This design comes from an exercise in tuning for small area, a short achievable clock period and few clock cycles per item on the open sky130 flow, not from production work. Where RTL was checked, it was by simulation tests only, not by an equivalence proof against the original. Power figures rest on the tool's default switching activity, not on a simulated workload.

// sensor_reading_band_statistics
module sensor_reading_band_statistics #(
    parameter int unsigned MAX_READINGS = 1024
) (
    input  wire logic               i_clk,
    input  wire logic               i_rst_n,
    input  wire logic               i_valid,
    output logic                    o_ready,
    input  wire logic signed [15:0] i_reading,
    input  wire logic               i_last,
    output logic                    o_valid,
    input  wire logic               i_ready,
    output logic [LIMIT_W-1:0]      o_min_reading,
    output logic [LIMIT_W-1:0]      o_max_reading,
    output logic [LIMIT_W-1:0]      o_avg_reading,
    output logic [CNT_W-1:0]        o_valid_count,
    output logic [CNT_W-1:0]        o_skipped_count,
    output logic [CNT_W-1:0]        o_normal_count,
    output logic [CNT_W-1:0]        o_warning_count,
    output logic [CNT_W-1:0]        o_critical_count,
    output logic [CNT_W-1:0]        o_shutdown_count,
    output logic [POS_W-1:0]        o_first_alarm_index,
    output logic                    o_alarm_seen,
    output logic                    o_batch_empty,
    input  wire logic               psel,
    input  wire logic               penable,
    input  wire logic               pwrite,
    input  wire logic [3:0]         paddr,
    input  wire logic [31:0]        pwdata,
    output logic      [31:0]        prdata,
    output logic                    pready
);
clock: 6.0 ns
lec_check: 0
abc_area: 1
cap_margin: 20
core_margin: 2
core_utilization: 65
cts_cluster_diameter: 60
cts_cluster_size: 24
setup_slack_margin: 3.5
slew_margin: 20
standard.sh (not shown) runs the stock make flow with config.mk's settings and CLKGATE_MAP_FILE= SYNTH_SCRIPT=/design/flow/synth_recipe.tcl, a recipe that flattens the netlist after the stock synthesis.
==> flow/flow/run.sh <==
#!/bin/bash
# The standard layout, with plain buffers (buf_2) on the ports instead of the
# delay cells that buffer_ports picks by default. Every port still gets its buffer.
set -euo pipefail
bash standard.sh BUFFER_PORTS_ARGS="-buffer_cell sky130_fd_sc_hd__buf_2" finish > standard_flow.log 2>&1
Rerun with:
ABC_AREA = not set   (was 1)
Cell area rises by 2.1%.
First-iteration DRC count fell by 12%.
Maximum frequency went down by 3.0%.
Clock skew hardly moves.
Rerun with:
SETUP_SLACK_MARGIN = 3.4   (was 3.5)
What happened:
- The new run finished with timing, DRC and antenna clean
- clock power decreases by about 5%
- sequential share of layout area increases by 1.0 points
- first-iteration DRC count increases by 12%
- synthesized area is unchanged
- clock skew increases by 0.0058 ns
- routed wire length decreases by 2.2%
No functional check of the RTL was part of any run of this note.

sensor_reading_band_statistics, a different RTL version from the one above (not shown whole).
Size: ~1,600 cells after synthesis, about 18,000 um^2 of cells after synthesis.
clock: 6.0 ns
lec_check: 0
cap_margin: 20
core_margin: 2
core_utilization: 40
setup_slack_margin: 3.2
slew_margin: 20
Scripts as last shown in full above: flow/flow/run.sh
The baseline ran to the end with no violations.
Testbench counts at the start, summed over its fixed seeds: cycles 13,449, batches 384.
Rerun with:
- ABC_AREA: unset -> 1
- CORE_UTILIZATION: 40 -> 65
- CTS_CLUSTER_DIAMETER: unset -> 60
- CTS_CLUSTER_SIZE: unset -> 24
- SETUP_SLACK_MARGIN: 3.2 -> 3.5
Result: The changed run completed without violations; final cell count climbs by a few percent; setup slack gains 220 ps; synthesized cell count climbs by about a fifth; power drops by a few percent.
Rerun with:
- ABC_AREA: 1 -> unset
- CORE_UTILIZATION: 65 -> 55
- SETUP_SLACK_MARGIN: 3.5 -> 3.4
- The new run ran to the end with no violations
- worst setup slack degrades by 160 ps
- die area grows by 17%
- count of clock-buffer cells in the layout shrinks by 3
- flip-flop and latch count stays the same
- core utilization shrinks by 12 points
- final cell count shrinks by 8.7%
- synthesized cell count shrinks by 15%
- total power shrinks by 2.0%
- global-route usage shrinks by 4.6 points
Rerun with:
- CORE_UTILIZATION: 55 -> 80
- CTS_CLUSTER_DIAMETER: 60 -> unset
- CTS_CLUSTER_SIZE: 24 -> unset
After rerunning:
- The new run went through all stages and came out clean
- power rises by 6.8%
- die area goes down by about 30%
- wire length came out higher by about 20%
- worst setup slack is worse by 320 ps

Another version of the RTL of sensor_reading_band_statistics (not shown whole).
Size in the first run: about 1,600 cells after synthesis, ~220 I/O pins, about 18,000 sq um of cells after synthesis.
==> flow/design.v (excerpt) <==
module sensor_reading_band_statistics #(
    parameter int unsigned MAX_READINGS = 1024
) (
    input  wire logic               i_clk,
    input  wire logic               i_rst_n,
    input  wire logic               i_valid,
    output logic                    o_ready,
    input  wire logic signed [15:0] i_reading,
    input  wire logic               i_last,
    output logic                    o_valid,
    input  wire logic               i_ready,
    output logic [LIMIT_W-1:0]      o_min_reading,
    output logic [LIMIT_W-1:0]      o_max_reading,
    output logic [LIMIT_W-1:0]      o_avg_reading,
    output logic [CNT_W-1:0]        o_valid_count,
    output logic [CNT_W-1:0]        o_skipped_count,
    output logic [CNT_W-1:0]        o_normal_count,
    output logic [CNT_W-1:0]        o_warning_count,
    output logic [CNT_W-1:0]        o_critical_count,
    output logic [CNT_W-1:0]        o_shutdown_count,
    output logic [POS_W-1:0]        o_first_alarm_index,
    output logic                    o_alarm_seen,
    output logic                    o_batch_empty,
    input  wire logic               psel,
    input  wire logic               penable,
    input  wire logic               pwrite,
    input  wire logic [3:0]         paddr,
    input  wire logic [31:0]        pwdata,
    output logic      [31:0]        prdata,
    output logic                    pready
);
    localparam int unsigned CNT_CAP = (MAX_READINGS > 2047) ? 2047 : MAX_READINGS;
    localparam int unsigned POS_CAP = (MAX_READINGS - 1 > 1023) ? 1023 : MAX_READINGS - 1;
    srbs_pkg::t_cfg cfg;
    logic           copy, busy, busy_next, free, div_step;
    srbs_regs u_regs (
        .i_clk   (i_clk),
        .i_rst_n (i_rst_n),
        .psel    (psel),
        .penable (penable),
        .pwrite  (pwrite),
        .paddr   (paddr),
        .pwdata  (pwdata),
        .prdata  (prdata),
        .pready  (pready),
        .o_cfg   (cfg)
    );
    srbs_ctrl u_ctrl (
        .i_clk      (i_clk),
        .i_rst_n    (i_rst_n),
        .i_copy     (copy),
        .i_ready    (i_ready),
        .o_busy     (busy),
        .o_busy_next(busy_next),
        .o_free     (free),
        .o_div_step (div_step),
        .o_valid    (o_valid)
    );
    srbs_dp #(
        .CNT_CAP (CNT_CAP),
  ...
export LEC_CHECK = 0
export CAP_MARGIN = 20
export CORE_MARGIN = 2
export CORE_UTILIZATION = 40
export SETUP_SLACK_MARGIN = 3.4
export SLEW_MARGIN = 20
create_clock -name core_clock -period 6.0 [get_ports {i_clk}]
Scripts as last shown in full above: flow/flow/run.sh
The first run passed the timing, design-rule and antenna checks.
Testbench counts at the start, summed over its fixed seeds: cycles 13,449, batches 384.
Then changed:
==> flow/run.sh (new file) <==
#!/bin/bash
# synth_recipe.tcl (not shown) runs the flow's synth.tcl, then flattens the netlist and writes it again
# the make line also repeats each setting of config.mk as NAME=value (left out here)
make -C /OpenROAD-flow-scripts/flow DESIGN_CONFIG=/design/flow/config.mk WORK_HOME=/design/flow/orfs CLKGATE_MAP_FILE= SYNTH_SCRIPT=/design/flow/synth_recipe.tcl finish
removed: flow/flow/run.sh
removed: flow/standard.sh
=>
- flip-flop and latch count does not change
- synthesized cell count is unchanged
- first-iteration DRC count drops by about a fifth
- non-clock buffer count climbs by 7
- clock-buffer cell count does not change
- worst hold slack is about the same
- total power barely changes
- register-to-register slack is better by 0.02 ns
Then changed:
==> flow/flow/run.sh (new file) <==
#!/bin/bash
# The standard layout, with plain buffers (buf_2) on the ports instead of the
# delay cells that buffer_ports picks by default. Every port still gets its buffer.
set -euo pipefail
bash standard.sh BUFFER_PORTS_ARGS="-buffer_cell sky130_fd_sc_hd__buf_2" finish > standard_flow.log 2>&1
==> flow/standard.sh (new file) <==
#!/bin/bash
# synth_recipe.tcl (not shown) runs the flow's synth.tcl, then flattens the netlist and writes it again
# the make line also repeats each setting of config.mk as NAME=value (left out here)
make -C /OpenROAD-flow-scripts/flow DESIGN_CONFIG=/design/flow/config.mk WORK_HOME=/design/flow/orfs CLKGATE_MAP_FILE= SYNTH_SCRIPT=/design/flow/synth_recipe.tcl "${@:-finish}"
Settings changed: SETUP_SLACK_MARGIN 3.4 to 3.7.
removed: flow/run.sh
What happened: Via count climbs by 2.8%; cell count goes up by 2.1%; clock power rises by about 2%; cell area went up by 2.5%; setup slack is better by 0.063 ns; synthesized cell count does not change; sequential share of layout area goes down by 1.1 points; routed wire length is higher by 4.7%; critical path depth increases by 2; register-to-register slack stays flat.

## separate check: timing with driven ports
No port has a modelled driver above. Below, the same layouts with a new extraction and two added sets of constraints.
Step 1 sets driving cells, clkbuf_16 on the clock port and buf_2 on the other inputs (assumed; they add their load-dependent delay and slew).
Step 2 also shifts input and output timing later by t, the mid clock arrival at the registers, as if the neighbouring blocks saw the same clock.
a / b / c = ideal / step 1 / step 2; a / b = the first two.
run | shift t [ns] | slack for setup (ns) | worst setup path at the end | clock arrival spread, ns
the first run of note 1 | 0.623 | 3.535 / 3.535 / 3.112 | input to register | 0.020 / 0.020
the second run of note 1 | 0.611 | 3.460 / 3.460 / 2.983 | input to register | 0.017 / 0.017
the third run of note 1 | 0.601 | 3.381 / 3.381 / 2.957 | input to register | 0.027 / 0.026
the first run of note 2 | 0.619 | 3.404 / 3.404 / 2.864 | input to register | 0.017 / 0.017
the second run of note 2 | 0.609 | 3.624 / 3.572 / 3.064 | input to register | 0.028 / 0.028
the third run of note 2 | 0.619 | 3.466 / 3.466 / 2.947 | input to register | 0.030 / 0.030
the fourth run of note 2 | 0.574 | 3.145 / 3.145 / 2.912 | input to register | 0.025 / 0.025
the first run of note 3 | 0.613 | 3.456 / 3.449 / 2.911 | input to register | 0.028 / 0.028
the second run of note 3 | 0.617 | 3.426 / 3.378 / 2.836 | input to register | 0.023 / 0.022
the third run of note 3 | 0.619 | 3.489 / 3.489 / 3.107 | input to register | 0.019 / 0.019
After both steps setup and hold are still met in every run listed. For the second run of note 3, which loses most, drivers alone change the setup slack by -0.048 ns; drivers and shift together by -0.590 ns.
